This design comes from an exercise in tuning for small area on the open sky130 flow, not from production work. Where RTL was checked, it was by simulation tests only, not by an equivalence proof against the original. For run 2, only the layout was checked, not whether the RTL still works. Power and IR drop assume default switching activity. The flow treats the clock pin as an ideal source, which a real chip does not have.

==> design/flow/design.v <==
package cpu_types_pkg;
   typedef logic [31:0] word_t;
   typedef logic [4:0]  reg_addr_t;
   typedef logic [4:0]  alu_op_t;    
   typedef logic [1:0]  wd_sel_t;
   localparam wd_sel_t wd_alu  = 2'd0;
   localparam wd_sel_t wd_pc4  = 2'd1;
   localparam wd_sel_t wd_load = 2'd3;
   typedef enum logic [1:0] {
      step_fetch  = 2'd0,
      step_decode = 2'd1,
      step_mem    = 2'd2,
      step_write  = 2'd3
   } step_t;
   typedef struct packed {
      logic    pc_enable;
      logic    pc_load;
      logic    reg_re1;
      logic    reg_re2;
      logic    reg_we;
      logic    alu_sel1;       
      logic    alu_sel2;       
      alu_op_t alu_op;
      logic    target_load;
      wd_sel_t wd_sel;
      logic    ram_addr_sel;   
      logic    inst_load;
      logic    inst_mux_sel;   
   } ctrl_t;
   typedef struct packed {
      logic [6:0] opcode;
      logic [2:0] funct3;
      logic       bit20;
      logic       bit30;
      logic       cmp_out;
   } decode_t;
endpackage
package isa_pkg;
   typedef enum logic [6:0] {
      OP_IMM   = 7'b0010011,
      LUI      = 7'b0110111,
      AUIPC    = 7'b0010111,
      OP       = 7'b0110011,
      JAL      = 7'b1101111,
      JALR     = 7'b1100111,
      BRANCH   = 7'b1100011,
      LOAD     = 7'b0000011,
      STORE    = 7'b0100011,
      MISC_MEM = 7'b0001111,
      SYSTEM   = 7'b1110011
   } opcode_t;
   localparam logic [2:0] f3_add_sub = 3'b000;
   localparam logic [2:0] f3_sll     = 3'b001;
   localparam logic [2:0] f3_slt     = 3'b010;
   localparam logic [2:0] f3_sltu    = 3'b011;
   localparam logic [2:0] f3_xor     = 3'b100;
   localparam logic [2:0] f3_srl_sra = 3'b101;
   localparam logic [2:0] f3_or      = 3'b110;
   localparam logic [2:0] f3_and     = 3'b111;
   localparam logic [2:0] f3_beq  = 3'b000;
   localparam logic [2:0] f3_bne  = 3'b001;
   localparam logic [2:0] f3_blt  = 3'b100;
   localparam logic [2:0] f3_bge  = 3'b101;
   localparam logic [2:0] f3_bltu = 3'b110;
   localparam logic [2:0] f3_bgeu = 3'b111;
endpackage
`timescale 1ns/1ps
module cpu_top (
   input  logic        clk,
   input  logic        reset,
   input  logic [31:0] ram_rdata,
   output logic [31:0] ram_addr,
   output logic [31:0] ram_wdata,
   output logic        ram_re,
   output logic        ram_we,
   output logic        halt
);
   logic [3:0]  c;
   logic        run;        
   logic [31:2] ir;
   logic [31:0] pc;         
   logic [27:0] sd;         
   logic [11:0] ea;         
   logic        alc;        
   logic        pcc;        
   logic        eq;         
   logic        cond;       
   logic [3:0]  sd_in;      
   logic [2:0]  ph;
   logic        f2;
   assign ph = c[2:0];
   assign f2 = c[3];
   logic [4:0] rs1, rs2, rd;
   logic [2:0] f3;
   logic i6, i5, i4, i3, i2;
   assign rs1 = ir[19:15];
   assign rs2 = ir[24:20];
   assign rd  = ir[11:7];
   assign f3  = ir[14:12];
   assign {i6, i5, i4, i3, i2} = ir[6:2];
   logic is_sys, is_jal, is_jalr, is_branch, is_lui, is_auipc;
   logic is_load, is_store, is_alu, is_op, is_shift, is_slt;
   assign is_sys    = i6 & i4;
   assign is_jal    = i3;
   assign is_jalr   = i6 & i2 & ~i3;
   assign is_branch = i6 & ~i4 & ~i2;
   assign is_lui    = ~i6 & i2 & i5;
   assign is_auipc  = ~i6 & i2 & ~i5;
   assign is_load   = ~i6 & ~i4 & ~i2 & ~i5;
   assign is_store  = ~i6 & ~i4 & ~i2 & i5;
   assign is_alu    = ~i6 & i4 & ~i2;
   assign is_op     = is_alu & i5;
   assign is_shift  = is_alu & (f3[1:0] == 2'b01);
   assign is_slt    = is_alu & (f3[2:1] == 2'b01);
   logic [31:0] imm;
   always_comb begin
      if (~i6 & i2)
         imm = {ir[31:12], 12'b0};
      else if (i3)
         imm = {{12{ir[31]}}, ir[19:12], ir[20], ir[30:21], 1'b0};
      else if (i6 & ~i2)
         imm = {{20{ir[31]}}, ir[7], ir[30:25], ir[11:8], 1'b0};
      else if (~i6 & i5)
         imm = {{21{ir[31]}}, ir[30:25], ir[11:7]};
      else
         imm = {{21{ir[31]}}, ir[30:20]};
   end
   logic [3:0] imm_d;
   assign imm_d = imm[4*ph +: 4];
   logic [127:0] taps;
   logic [3:0]   wd;
   logic         wen;
   assign taps[3:0] = 4'b0;
   for (genvar k = 1; k < 32; k++) begin : g_rf
      logic [31:0] r;
      always_ff @(posedge clk) begin
         r <= {(wen && rd == k) ? wd : r[3:0], r[31:4]};
      end
      assign taps[4*k +: 4] = r[3:0];
   end
   logic [3:0] pa, pb, pct;
   logic [63:0] a1, b1;
   logic [31:0] a2, b2;
   logic [15:0] a3, b3;
   logic [7:0]  a4, b4;
   for (genvar i = 0; i < 16; i++) begin : g_m1
      assign a1[4*i +: 4] = rs1[0] ? taps[8*i+4 +: 4] : taps[8*i +: 4];
      assign b1[4*i +: 4] = rs2[0] ? taps[8*i+4 +: 4] : taps[8*i +: 4];
   end
   for (genvar i = 0; i < 8; i++) begin : g_m2
      assign a2[4*i +: 4] = rs1[1] ? a1[8*i+4 +: 4] : a1[8*i +: 4];
      assign b2[4*i +: 4] = rs2[1] ? b1[8*i+4 +: 4] : b1[8*i +: 4];
   end
   for (genvar i = 0; i < 4; i++) begin : g_m3
      assign a3[4*i +: 4] = rs1[2] ? a2[8*i+4 +: 4] : a2[8*i +: 4];
      assign b3[4*i +: 4] = rs2[2] ? b2[8*i+4 +: 4] : b2[8*i +: 4];
   end
   for (genvar i = 0; i < 2; i++) begin : g_m4
      assign a4[4*i +: 4] = rs1[3] ? a3[8*i+4 +: 4] : a3[8*i +: 4];
      assign b4[4*i +: 4] = rs2[3] ? b3[8*i+4 +: 4] : b3[8*i +: 4];
   end
   assign pa = rs1[4] ? a4[7:4] : a4[3:0];
   assign pb = rs2[4] ? b4[7:4] : b4[3:0];
   assign pct = pc[3:0];
   logic       a_zero, a_pc, b_rs2, sub;
   logic [3:0] a, b, bx, logic_r, alu_out;
   logic [4:0] sum;
   logic       cin;
   assign a_zero = ~f2 & (is_lui | is_shift);
   assign a_pc   = f2 ? (is_jal | is_branch) : is_auipc;
   assign b_rs2  = ~f2 & (is_op | is_branch);
   assign sub    = ~f2 & (is_branch | is_slt | (is_op & f3 == 3'b000 & ir[30]) |
                          (is_shift & ~f3[2]));
   assign a  = a_zero ? 4'b0 : a_pc ? pct : pa;
   assign b  = b_rs2 ? pb : imm_d;
   assign bx = b ^ {4{sub}};
   assign cin = (ph == 3'd0) ? sub : alc;
   assign sum = {1'b0, a} + {1'b0, bx} + {4'b0, cin};
   always_comb begin
      case (f3[1:0])
         2'b10:   logic_r = a | b;
         2'b11:   logic_r = a & b;
         default: logic_r = a ^ b;
      endcase
   end
   assign alu_out = (is_alu & f3[2]) ? logic_r : sum[3:0];
   logic lt, cmp, eq_now;
   assign eq_now = (a == b) & (ph == 3'd0 | eq);
   assign lt  = ~sum[4] ^ ((is_branch ? ~f3[1] : ~f3[0]) & (a[3] ^ b[3]));
   assign cmp = is_branch ? ((f3[2] ? lt : eq_now) ^ f3[0]) : lt;
   logic [4:0] pca;
   logic       tgt;
   logic [3:0] pc_in;
   assign pca = {1'b0, pct} + {2'b0, f2 & ph == 3'd0, 2'b0} + {4'b0, ph != 3'd0 & pcc};
   assign tgt = is_jal | is_jalr | (is_branch & cond);
   always_comb begin
      if (!run)
         pc_in = 4'b0;
      else if (f2 & tgt)
         pc_in = {alu_out[3:1], alu_out[0] & (ph != 3'd0)};
      else
         pc_in = pca[3:0];
   end
   logic [2:0] q, ia;
   logic       left, vh;
   logic [3:0] ta, hv, shp, shd;
   logic [7:0] fun;
   assign q    = ea[4:2];
   assign left = ~f3[2] & (ea[4:0] != 5'd0);
   assign ia   = q + 3'd1;
   always_comb begin
      case (ia)
         3'd0:    ta = pa;
         3'd1:    ta = sd[3:0];
         3'd2:    ta = sd[7:4];
         3'd3:    ta = sd[11:8];
         3'd4:    ta = sd[15:12];
         3'd5:    ta = sd[19:16];
         3'd6:    ta = sd[23:20];
         default: ta = sd[27:24];
      endcase
   end
   assign vh  = ({1'b0, c} + {2'b0, q} <= 5'd14) ^ left;
   assign hv  = vh ? ta : {4{f3[2] & ir[30] & cond}};
   assign fun = {hv, shp} >> ea[1:0];
   assign shd = fun[3:0];
   logic [3:0] loadd;
   assign loadd = (ph == 3'd7) ? sd[27:24] : ram_rdata[4*ph +: 4];
   always_comb begin
      if (!f2)
         wd = alu_out;
      else if (is_jal | is_jalr)
         wd = pca[3:0];
      else if (is_load)
         wd = loadd;
      else if (is_slt)
         wd = {3'b0, cond & (ph == 3'd0)};
      else
         wd = shd;
   end
   logic w1, w2;
   assign w1  = (is_alu & ~is_shift & ~is_slt) | is_lui | is_auipc;
   assign w2  = is_jal | is_jalr | is_load | is_shift | is_slt;
   assign wen = run & (f2 ? w2 : w1);
   always_comb begin
      if (!f2)
         sd_in = is_store ? pb : pa;
      else if (is_load)
         sd_in = ram_rdata[31:28];
      else
         sd_in = pa;
   end
   always_ff @(posedge clk) begin
      pc  <= {pc_in, pc[31:4]};
      sd  <= {sd_in, sd[27:4]};
      alc <= sum[4];
      pcc <= pca[4];
      eq  <= eq_now;
      shp <= hv;
      if (c == 4'd7) cond <= is_shift ? pa[3] : cmp;
      if (c == 4'd0) ea[3:0]  <= alu_out;
      if (c == 4'd1) ea[7:4]  <= alu_out;
      if (c == 4'd2) ea[11:8] <= alu_out;
      if (c == 4'd15 && !halt) ir <= ram_rdata[31:2];
      if (reset) begin
         c   <= 4'd8;
         run <= 1'b0;
      end else begin
         c <= c + 4'd1;
         if (c == 4'd15) run <= 1'b1;
      end
   end
   assign halt      = run & is_sys;
   assign ram_we    = run & is_store & (c == 4'd7);
   assign ram_re    = ~ram_we;
   assign ram_addr  = {20'b0, (c == 4'd14) ? {pc[19:12], pc[11:10]} : ea[11:2], 2'b0};
   assign ram_wdata = {pb, sd};
endmodule
==> design/flow/flow/run.sh <==
#!/bin/bash
# Own flow: the standard layout with port buffers of the smallest buffer and a
# clock tree without dummy loads. Each tool's output goes to its own log.
export BUFFER_PORTS_ARGS="-buffer_cell sky130_fd_sc_hd__buf_1"
export CTS_ARGS="-sink_clustering_enable -repair_clock_nets -dont_use_dummy_load -buf_list sky130_fd_sc_hd__clkbuf_16 -sink_clustering_size 36 -sink_clustering_max_diameter 70"
bash standard.sh > standard.log 2>&1
==> design/flow/standard.sh <==
#!/bin/bash
# synth_recipe.tcl (not shown) runs the flow's synth.tcl, then flattens the netlist and writes it again
# the make line also repeats each setting of config.mk as NAME=value (left out here)
make -C /OpenROAD-flow-scripts/flow DESIGN_CONFIG=/design/flow/config.mk WORK_HOME=/design/flow/orfs CLKGATE_MAP_FILE= SYNTH_SCRIPT=/design/flow/synth_recipe.tcl "${@:-finish}"
==> design/flow/config.mk <==
export PLATFORM = sky130hd
export DESIGN_NAME = cpu_top
export DESIGN_NICKNAME = cpu_top
export VERILOG_FILES = /design/flow/design.v
export SDC_FILE = /design/flow/constraint.sdc
export NUM_CORES = 4
export LEC_CHECK = 0
export CAP_MARGIN = 0
export CORE_MARGIN = 2
export CORE_UTILIZATION = 65
export SLEW_MARGIN = 0
==> design/flow/constraint.sdc <==
create_clock -name core_clock -period 10.0 [get_ports {clk}]
set_input_delay 2.0000 -clock core_clock [delete_from_list [all_inputs] [get_ports {clk}]]
set_output_delay 2.0000 -clock core_clock [all_outputs]
set_load 0.01 [all_outputs]
==> results.py, run 1 <==
metrics = {
    "setup_path": {
        "crit_type": "flop to flop",
        "reg2reg_slack_ns": 4.32,
        "reg2reg_to": "g_rf[27].r[29]",
        "reg2regPathDepth": 15,
        "cp_max_fo": 31,
        "cp.arrival_ns": 6.13,
        "end_kind": "flop",
        "required_ns": 10.45,
        "cp-startpoint": "ir[21]",
        "rr_startpoint": "ir[21]",
        "crit_end": "g_rf[27].r[29]",
        "worst_setup_path_start_kind": "flop",
    },
    "sta": {
        "slew-limit-headroom_pct": 26.5,
        "rsz0062_at_grt": "false",
        "fmax_mhz": 176,
        "hold_violations": 0,
        "fin_crit_sh_pct": 56.8,
        "fin_crit_ns": 5.68,
        "holdWs_ns": 0.277,
        "tns_ns": 0,
        "final_max_slew_viol_count": 0,
        "tightest_slew_ns": 1.10,
        "skew_ns": 0.0935,
        "setup_viol": 0,
    },
    "die": {
        "coreArea_um2": 45200,
        "die_h_um": 218,
        "die_w_um": 218,
        "fp.dieArea_um2": 47300,
        "num_rows": 78,
        "initial_utilization_pct": 65.6,
        "ios": 101,
    },
    "yosys": {
        "synth_top_area_cell": "dfxtp_1",
        "synth_top_area_share_pct": 71.9,
        "muxShareOfSynthArea_pct": 9.03,
        "ys_seq_area_share_pct": 76.2,
        "yosys-top-cells-area": "dfxtp_1 72%, mux4_2 5.3%, edfxtp_1 4.4%, nor2_1 2.3%, mux2_2 2.1%",
        "syn_area_per_cell_um2": 14.6,
        "synth_xor_area_share_pct": 0.296,
        "synth_edf_count": 43,
        "ys_warn_count": 1,
        "synth_common_cells": "1064 x dfxtp_1, 185 x nor2_1, 93 x a21oi_1",
        "synth_flop_cell": "dfxtp_1",
        "synth_top_family_by_area": "multiplexers",
        "synthSimpleGateAreaFrac_pct": 5.04,
        "synth-seq-cells": 1107,
        "ys_async_sr_fraction_pct": 0,
        "yosys.area_share.adder_pct": 1.13,
        "synth_cells": 2034,
        "syn_area_um2": 29600,
        "synth_compound_gate_area_share_pct": 6.13,
        "synth.distinct_cells": 82,
        "synth_most_common_cell": "dfxtp_1",
    },
    "detailed_routing": {
        "vias_per_cell": 5.48,
        "drc": 0,
        "drt_iter0_drc": 1291,
        "ant_nets": 0,
        "wl_per_cell_um": 22.0,
        "firstDrtPassIters": 5,
        "vias": 14800,
        "wl_um": 59500,
    },
    "min_path": {
        "min-delay-start": "g_rf[1].r[5]",
        "hold_class": "flop to flop",
    },
    "clock_tree": {
        "h-tree-depth": 2,
        "tritoncts": "built",
        "ctsResizeCount": 0,
        "ctsHoldBuffers": 0,
        "clkSinkCount": 1107,
        "numCtsBuffers": 41,
        "clk_latency_ns": 0.63,
        "cts_setup_buffers": 0,
        "root_buffer": "clkbuf_16",
        "clkTransAtPathRegs_ns": 0.12,
        "clockBufferDepth": 3,
    },
    "grt": {
        "gr-usage-all-layers_pct": 25.3,
        "grt_pass1_wl_um": 88900,
        "grt_pass1_vias": 14300,
        "antenna_found_initial": 0,
        "grt_max_degree": 41,
        "grt_overflow": 0,
    },
    "cells_and_area": {
        "drive_above_1_share_pct": 11.1,
        "fin_nets": 2162,
        "syn_to_final_growth_pct": 5.97,
        "utilization_pct": 69.5,
        "num_antenna_cells": 0,
    },
    "place": {
        "io_buffers": 78,
        "dp.final_hpwl_um": 39800,
        "gp_congestion": 0.910,
    },
    "pwr": {
        "total_power_w": 0.00654,
        "power.leakage_nw": 12.3,
        "max-vdd-ir-drop_uv": 197,
        "power_density_nw_per_um2": 208,
    },
    "run_status": {
        "status": "no timing/DRC/antenna violations",
    },
    "run": {
        "cap_viol_max_count": 0,
    },
}
==> routing by layer <==
layer	vias to the layer above	GRT usage, %	part of all wire [%]
met5	-	0	0
met4	0	6.69	2.1
met3	86	3.61	5.5
met2	440	38.8	44
met1	7268	38.1	48
li1	7004	-	-
==> final cells by class <==
class	instances	area, µm²
Clock buffer	41	1030
Tap cell	600	751
Inverter	23	86.3
Timing Repair Buffer	98	443
Sequential cell	1107	22600
Multi-Input combinational cell	832	6510
Fill cell	3035	13800
==> through the flow <==
step | worst slack [ns] | cells | area, µm²
floorplan | 5.64 | 2055 | 29700
CTS | 4.39 | 2701 | 31400
finish | 4.32 | 2701 | 31400
global placement | 4.45 | 2660 | 30400
detailed placement | 4.40 | 2660 | 30400
global route | 4.09 | 2701 | 31400
==> logic make-up after synthesis <==
group	count (synthesis)
multiplexers	169
AO/OA/AOI/OAI	272
XOR/XNOR	10
buffers and inverters	116
adder cells (fa/ha/maj)	25
AND/OR/NAND/NOR	334
other	1
flip-flops	1107
==> where the power goes <==
group / internal, W / switching [W] / total, W / leakage, nW
logic: 0.0000463 / 0.0000889 / 0.000135 / 2.66
clock network: 0.000745 / 0.00121 / 0.00195 / 0.505
registers: 0.00445 / 0.00000752 / 0.00445 / 9.11
==> sequential cells by signal (all words and copies together) (netlist names) <==
signal	count
run	1
shp	4
sd	28
alc	1
c	4
g_rf.r	992
pcc	1
cond	1
pc	32
ea	12
ir	30
eq	1
==> how the worst min path moves through the flow <==
stage	cells after the start	end	slack (ns)
5_1_grt	0	g_rf[1].r[1]	0.28
3_5_place_dp	0	g_rf[10].r[0]	0.31
2_1_floorplan	0	g_rf[10].r[0]	0.31
4_1_cts	0	g_rf[1].r[1]	0.29
6_report	0	g_rf[1].r[1]	0.28
3_3_place_gp	0	g_rf[8].r[16]	0.31
==> cells in the final DEF (no fill, tap or decap), types with 5 or more instances in the layout <==
cell type / n
dfxtp_1: 1064
nor2_1: 184
a21oi_1: 91
buf_1: 78
mux4_2: 70
mux2_2: 56
nand2_1: 54
edfxtp_1: 43
clkbuf_16: 41
o21ai_0: 40
mux2i_1: 39
a31oi_1: 38
nand3_1: 23
ha_1: 22
conb_1: 22
inv_1: 21
a21oi_2: 21
buf_4: 20
nor2b_1: 19
nand2b_1: 10
nand3b_1: 7
and3_1: 7
a211oi_1: 7
xor2_1: 7
a22oi_1: 6
nor4_1: 5
o21a_1: 5
a21o_1: 5
==> critical path, stage by stage (launching register included) <==
cell	delay, ns
edfxtp_1	0.90
buf_4	0.42
mux4_2	0.35
mux4_2	0.53
mux2_2	0.32
mux2_2	0.31
xor2_1	0.17
fa_1	0.43
inv_1	0.12
fa_1	0.40
nand2_1	0.06
o21ai_0	0.21
nor2_1	0.15
a21oi_1	0.08
a21oi_4	0.85
a21oi_1	0.18
==> inputs of run 2 (changes only) <==
--- a/design/flow/design.v
+++ b/design/flow/design.v
@@ -77,7 +77,11 @@
 );
    logic [3:0]  c;
    logic        run;        
-   logic [31:2] ir;
+   logic [31:2] ir;         
+   logic [11:2] fa;         
+   logic        lm, sm;     
+   logic [4:0]  rdl;        
+   logic        v;          
    logic [31:0] pc;         
    logic [27:0] sd;         
    logic [11:0] ea;         
@@ -90,12 +94,14 @@
    logic        f2;
    assign ph = c[2:0];
    assign f2 = c[3];
+   assign ir = ram_rdata[31:2];
+   assign v  = ~(f2 & (lm | sm));
    logic [4:0] rs1, rs2, rd;
    logic [2:0] f3;
    logic i6, i5, i4, i3, i2;
    assign rs1 = ir[19:15];
    assign rs2 = ir[24:20];
-   assign rd  = ir[11:7];
+   assign rd  = (f2 & lm) ? rdl : ir[11:7];
    assign f3  = ir[14:12];
    assign {i6, i5, i4, i3, i2} = ir[6:2];
    logic is_sys, is_jal, is_jalr, is_branch, is_lui, is_auipc;
@@ -192,7 +198,7 @@
    logic       tgt;
    logic [3:0] pc_in;
    assign pca = {1'b0, pct} + {2'b0, f2 & ph == 3'd0, 2'b0} + {4'b0, ph != 3'd0 & pcc};
-   assign tgt = is_jal | is_jalr | (is_branch & cond);
+   assign tgt = v & (is_jal | is_jalr | (is_branch & cond));
    always_comb begin
       if (!run)
          pc_in = 4'b0;
@@ -225,14 +231,14 @@
    assign fun = {hv, shp} >> ea[1:0];
    assign shd = fun[3:0];
    logic [3:0] loadd;
-   assign loadd = (ph == 3'd7) ? sd[27:24] : ram_rdata[4*ph +: 4];
+   assign loadd = ram_rdata[4*ph +: 4];
    always_comb begin
       if (!f2)
          wd = alu_out;
+      else if (lm)
+         wd = loadd;
       else if (is_jal | is_jalr)
          wd = pca[3:0];
-      else if (is_load)
-         wd = loadd;
       else if (is_slt)
          wd = {3'b0, cond & (ph == 3'd0)};
       else
@@ -240,13 +246,11 @@
    end
    logic w1, w2;
    assign w1  = (is_alu & ~is_shift & ~is_slt) | is_lui | is_auipc;
-   assign w2  = is_jal | is_jalr | is_load | is_shift | is_slt;
+   assign w2  = lm | (v & (is_jal | is_jalr | is_shift | is_slt));
    assign wen = run & (f2 ? w2 : w1);
    always_comb begin
       if (!f2)
          sd_in = is_store ? pb : pa;
-      else if (is_load)
-         sd_in = ram_rdata[31:28];
       else
          sd_in = pa;
    end
@@ -261,7 +265,12 @@
       if (c == 4'd0) ea[3:0]  <= alu_out;
       if (c == 4'd1) ea[7:4]  <= alu_out;
       if (c == 4'd2) ea[11:8] <= alu_out;
-      if (c == 4'd15 && !halt) ir <= ram_rdata[31:2];
+      if (c == 4'd7) begin
+         lm  <= is_load;
+         sm  <= is_store;
+         rdl <= ir[11:7];
+      end
+      if (c == 4'd15 && !halt) fa <= {pc[15:8], pc[7:6]};
       if (reset) begin
          c   <= 4'd8;
          run <= 1'b0;
@@ -270,9 +279,18 @@
          if (c == 4'd15) run <= 1'b1;
       end
    end
-   assign halt      = run & is_sys;
+   assign halt      = run & v & is_sys;
    assign ram_we    = run & is_store & (c == 4'd7);
    assign ram_re    = ~ram_we;
-   assign ram_addr  = {20'b0, (c == 4'd14) ? {pc[19:12], pc[11:10]} : ea[11:2], 2'b0};
+   always_comb begin
+      if (c == 4'd15 && !halt)
+         ram_addr[11:2] = {pc[15:8], pc[7:6]};
+      else if ((c == 4'd7 & (is_load | is_store)) | (f2 & lm))
+         ram_addr[11:2] = ea[11:2];
+      else
+         ram_addr[11:2] = fa;
+   end
+   assign ram_addr[31:12] = 20'b0;
+   assign ram_addr[1:0]   = 2'b0;
    assign ram_wdata = {pb, sd};
 endmodule
--- a/design/flow/config.mk
+++ b/design/flow/config.mk
@@ -7,5 +7,5 @@
 export LEC_CHECK = 0
 export CAP_MARGIN = 0
 export CORE_MARGIN = 2
-export CORE_UTILIZATION = 65
+export CORE_UTILIZATION = 60
 export SLEW_MARGIN = 0
==> results.py, run 2 <==
metrics = {
    "yosys": {
        "syn_area_um2": 29700,
        "synth_top_area_cell": "dfxtp_1",
        "ys_seq_area_share_pct": 74.8,
        "synth_most_common_cell": "dfxtp_1",
        "synth-seq-cells": 1094,
        "synth_common_cells": "1064 x dfxtp_1, 77 x o21ai_0, 75 x mux2_2",
        "ys_async_sr_fraction_pct": 0,
        "synth_flop_cell": "dfxtp_1",
        "synth_edf_count": 30,
        "ys_warn_count": 3,
        "syn_area_per_cell_um2": 14.6,
        "synth_top_area_share_pct": 71.8,
        "synth_cells": 2039,
        "yosys-top-cells-area": "dfxtp_1 72%, mux4_2 5.3%, edfxtp_1 3.0%, mux2_2 2.8%, mux2i_1 1.7%",
        "synth.distinct_cells": 78,
    },
    "pwr": {
        "max-vdd-ir-drop_uv": 202,
        "pwr-share-comb_pct": 3.9,
        "p_seq_share_pct": 66.6,
        "swShare_pct": 20.8,
        "netSwitchingPower_w": 0.00137,
        "power.internal_w": 0.00524,
        "power_density_nw_per_um2": 209,
        "power.leakage_nw": 12.2,
        "power_frac_clock_pct": 29.5,
    },
    "cells_and_area": {
        "largest_reg_flops": 992,
        "top_register": "g_rf.r",
        "fin_nets": 2149,
        "num_antenna_cells": 0,
        "drive_above_1_share_pct": 12.3,
        "layout_commonest_cell": "dfxtp_1",
        "fill_cells": 3619,
        "reg_top3": "g_rf.r x992, pc x32, sd x28",
        "stdcell_area_um2": 31600,
        "syn_to_final_growth_pct": 6.38,
        "layout_common_cells": "1064 x dfxtp_1, 77 x o21ai_0, 75 x mux2_2",
    },
    "clock_tree": {
        "numCtsBuffers": 42,
        "tritoncts": "built",
        "root_buffer": "clkbuf_16",
        "ctsResizeCount": 0,
        "h-tree-depth": 2,
        "ctsHoldBuffers": 0,
        "clkSinkCount": 1094,
        "clk_latency_ns": 0.62,
        "cts_setup_buffers": 0,
        "clockBufferDepth": 3,
        "clkTransAtPathRegs_ns": 0.12,
    },
    "detailed_routing": {
        "wl_um": 59600,
        "vias": 15000,
        "firstDrtPassIters": 5,
        "ant_nets": 0,
        "drt_iter0_drc": 1192,
        "vias_per_cell": 5.43,
        "wl_per_cell_um": 21.6,
        "drc": 0,
    },
    "sta": {
        "skew_ns": 0.0930,
        "slew-limit-headroom_pct": 26.3,
        "tightest_slew_ns": 1.11,
        "final_max_slew_viol_count": 0,
        "fin_crit_sh_pct": 71.1,
        "fin_crit_ns": 7.11,
        "fmax_mhz": 141,
        "tns_ns": 0,
        "rsz0062_at_grt": "false",
        "hold_violations": 0,
        "setup_viol": 0,
    },
    "run_status": {
        "status": "no timing/DRC/antenna violations",
    },
    "grt": {
        "met2_usage_pct": 34.8,
        "grt_pass1_vias": 14600,
        "met1_usage_pct": 34.0,
        "grt.busiest_layer": "met2",
        "antenna_found_initial": 1,
        "gr-usage-all-layers_pct": 23.5,
        "grt_overflow": 0,
        "grt_use_met3_pct": 5.00,
        "grt_max_degree": 37,
        "grt_pass1_wl_um": 89000,
    },
    "die": {
        "num_rows": 81,
        "fp.dieArea_um2": 51300,
        "ios": 101,
        "die_w_um": 226,
        "initial_utilization_pct": 60.8,
        "die_h_um": 226,
        "coreArea_um2": 48800,
    },
    "setup_path": {
        "reg2reg_slack_ns": 4.98,
        "rr_startpoint": "g_rf[7].r[0]",
        "reg2reg_to": "g_rf[4].r[30]",
        "crit_type": "primary input to flop",
        "end_kind": "flop",
        "cp_max_fo": 31,
        "worst_setup_path_start_kind": "primary input",
        "reg2regPathDepth": 16,
        "required_ns": 10.48,
        "cp.arrival_ns": 7.60,
    },
    "min_path": {
        "holdPathEnd": "g_rf[24].r[25]",
        "holdPathStages": 0,
        "min-delay-start": "g_rf[24].r[29]",
        "hold_class": "flop to flop",
    },
    "run": {
        "cap_viol_max_count": 0,
    },
    "place": {
        "dp.final_hpwl_um": 40400,
        "io_buffers": 78,
        "placed_area_um2": 30500,
        "gp_congestion": 0.902,
    },
}
==> run 2: cell types whose count changed after synthesis, moves of 16 or more <==
cell	change
nor3_1	+36
a31oi_1	-32
mux2_2	+19
o21ai_0	+37
a21oi_2	-20
nor2_1	-129
clkbuf_1	+19
o31ai_1	+19
a2bb2oi_1	+16
a21oi_1	-21
==> run 2: kinds of logic after synthesis <==
group / Yosys count / share of synthesized area [%]
and+or+nand+nor: 273 / 4.71
DFF: 1094 / 74.8
muxes: 195 / 9.84
xor gates and xnor gates: 12 / 0.354
adders and majority gates: 24 / 1.09
buffers and inverters: 147 / 2.39
AOI/OAI and AO/OA: 293 / 6.79
other: 1 / 0.0126
==> run 2: per-stage QoR <==
| step | utilization (%) | setup WS (ns) | std cells | hold slack, ns | total power (W) |
|---|---|---|---|---|---|
| floorplan | - | 3.67 | 2060 | 0.310 | 0.00468 |
| global placement | 62.5 | 2.28 | 2711 | 0.309 | 0.00475 |
| detailed placement | 62.5 | 2.18 | 2711 | 0.312 | 0.00476 |
| CTS | 64.6 | 2.86 | 2753 | 0.225 | 0.00666 |
| global route | 64.6 | 2.52 | 2753 | 0.221 | 0.00683 |
| finish | 64.6 | 2.89 | 2753 | 0.234 | 0.00661 |
==> run 2: worst max path at each step <==
stage | cells after the start | slack [ns] | end | from
2_1_floorplan | 18 | 3.67 | g_rf[13].r[30] | ram_rdata[20]
3_3_place_gp | 18 | 2.28 | g_rf[14].r[30] | ram_rdata[20]
3_5_place_dp | 18 | 2.18 | g_rf[9].r[30] | ram_rdata[20]
4_1_cts | 18 | 2.86 | g_rf[19].r[30] | ram_rdata[20]
5_1_grt | 18 | 2.52 | g_rf[19].r[30] | ram_rdata[20]
6_report | 18 | 2.89 | g_rf[4].r[30] | ram_rdata[20]
==> run 2: per-layer routing <==
layer | up-vias | wire length [µm] | share of wire (%)
met5 | - | 0 | 0
met4 | 0 | 2200 | 3.7
met3 | 120 | 4000 | 6.7
met2 | 466 | 25200 | 42
met1 | 7285 | 28200 | 47
li1 | 7089 | - | -
==> run 2: layout make-up <==
cell class                 instances  area [µm²]  share of cell area [%]
clock buffer                      42        1050                    3.33
inverter                          29         109                   0.345
multi-input combinational        819        6880                    21.8
sequential                      1094       22200                    70.3
tap                              664         831                    2.63
timing repair buffer             105         502                    1.59
==> run 2: power by group through the flow <==
stage | Combinational (W) | Sequential, W | Clock (W)
after floorplan | 0.000174 | 0.00450 | 0
after detailed placement | 0.000253 | 0.00450 | 0
after global placement | 0.000251 | 0.00450 | 0
after global routing | 0.000279 | 0.00441 | 0.00214
final | 0.000256 | 0.00441 | 0.00195
after CTS | 0.000253 | 0.00441 | 0.00200
==> run 2: critical path: stages <==
cell      delay [ns]
clkbuf_2        0.44
buf_4           0.56
mux4_2          0.56
mux4_2          0.54
mux2_2          0.34
nand2_1         0.10
o41ai_2         0.10
xnor2_1         0.24
fa_1            0.23
inv_1           0.06
fa_1            0.46
xor2_1          0.16
mux2i_1         0.47
nor2_1          0.12
nor4_1          0.47
a211oi_4        0.11
buf_4           0.29
mux2_2          0.32

==> afterwards: timing with drivers on the ports <==
The flow's constraints put no driver on any port. The routed layouts listed below were extracted and timed again, unchanged, in two steps. Step 1, drivers: a clkbuf_16 drives clk and a buf_2 each remaining input, both assumed. Step 2 times the ports against the registers' clock, not the clock port: input delays grow and output delays shrink by t, the midpoint of the rising clock arrivals with the driver on. Slacks: ideal ports / drivers / drivers and shift; pairs: ideal ports / drivers.
run	shift t [ns]	setup slack, ns	worst setup path at the end	worst slew at a driven data input, ns	pins driven straight from the clock port
run 1	0.639	4.323 / 4.323 / 4.323	register to register	0.05	1
run 2	0.633	2.886 / 2.904 / 2.271	input to register	0.11	1
After both steps every run listed still meets setup and hold. The setup slack of run 2, which loses most, moves by +0.018 ns with the drivers and by -0.615 ns with both steps.
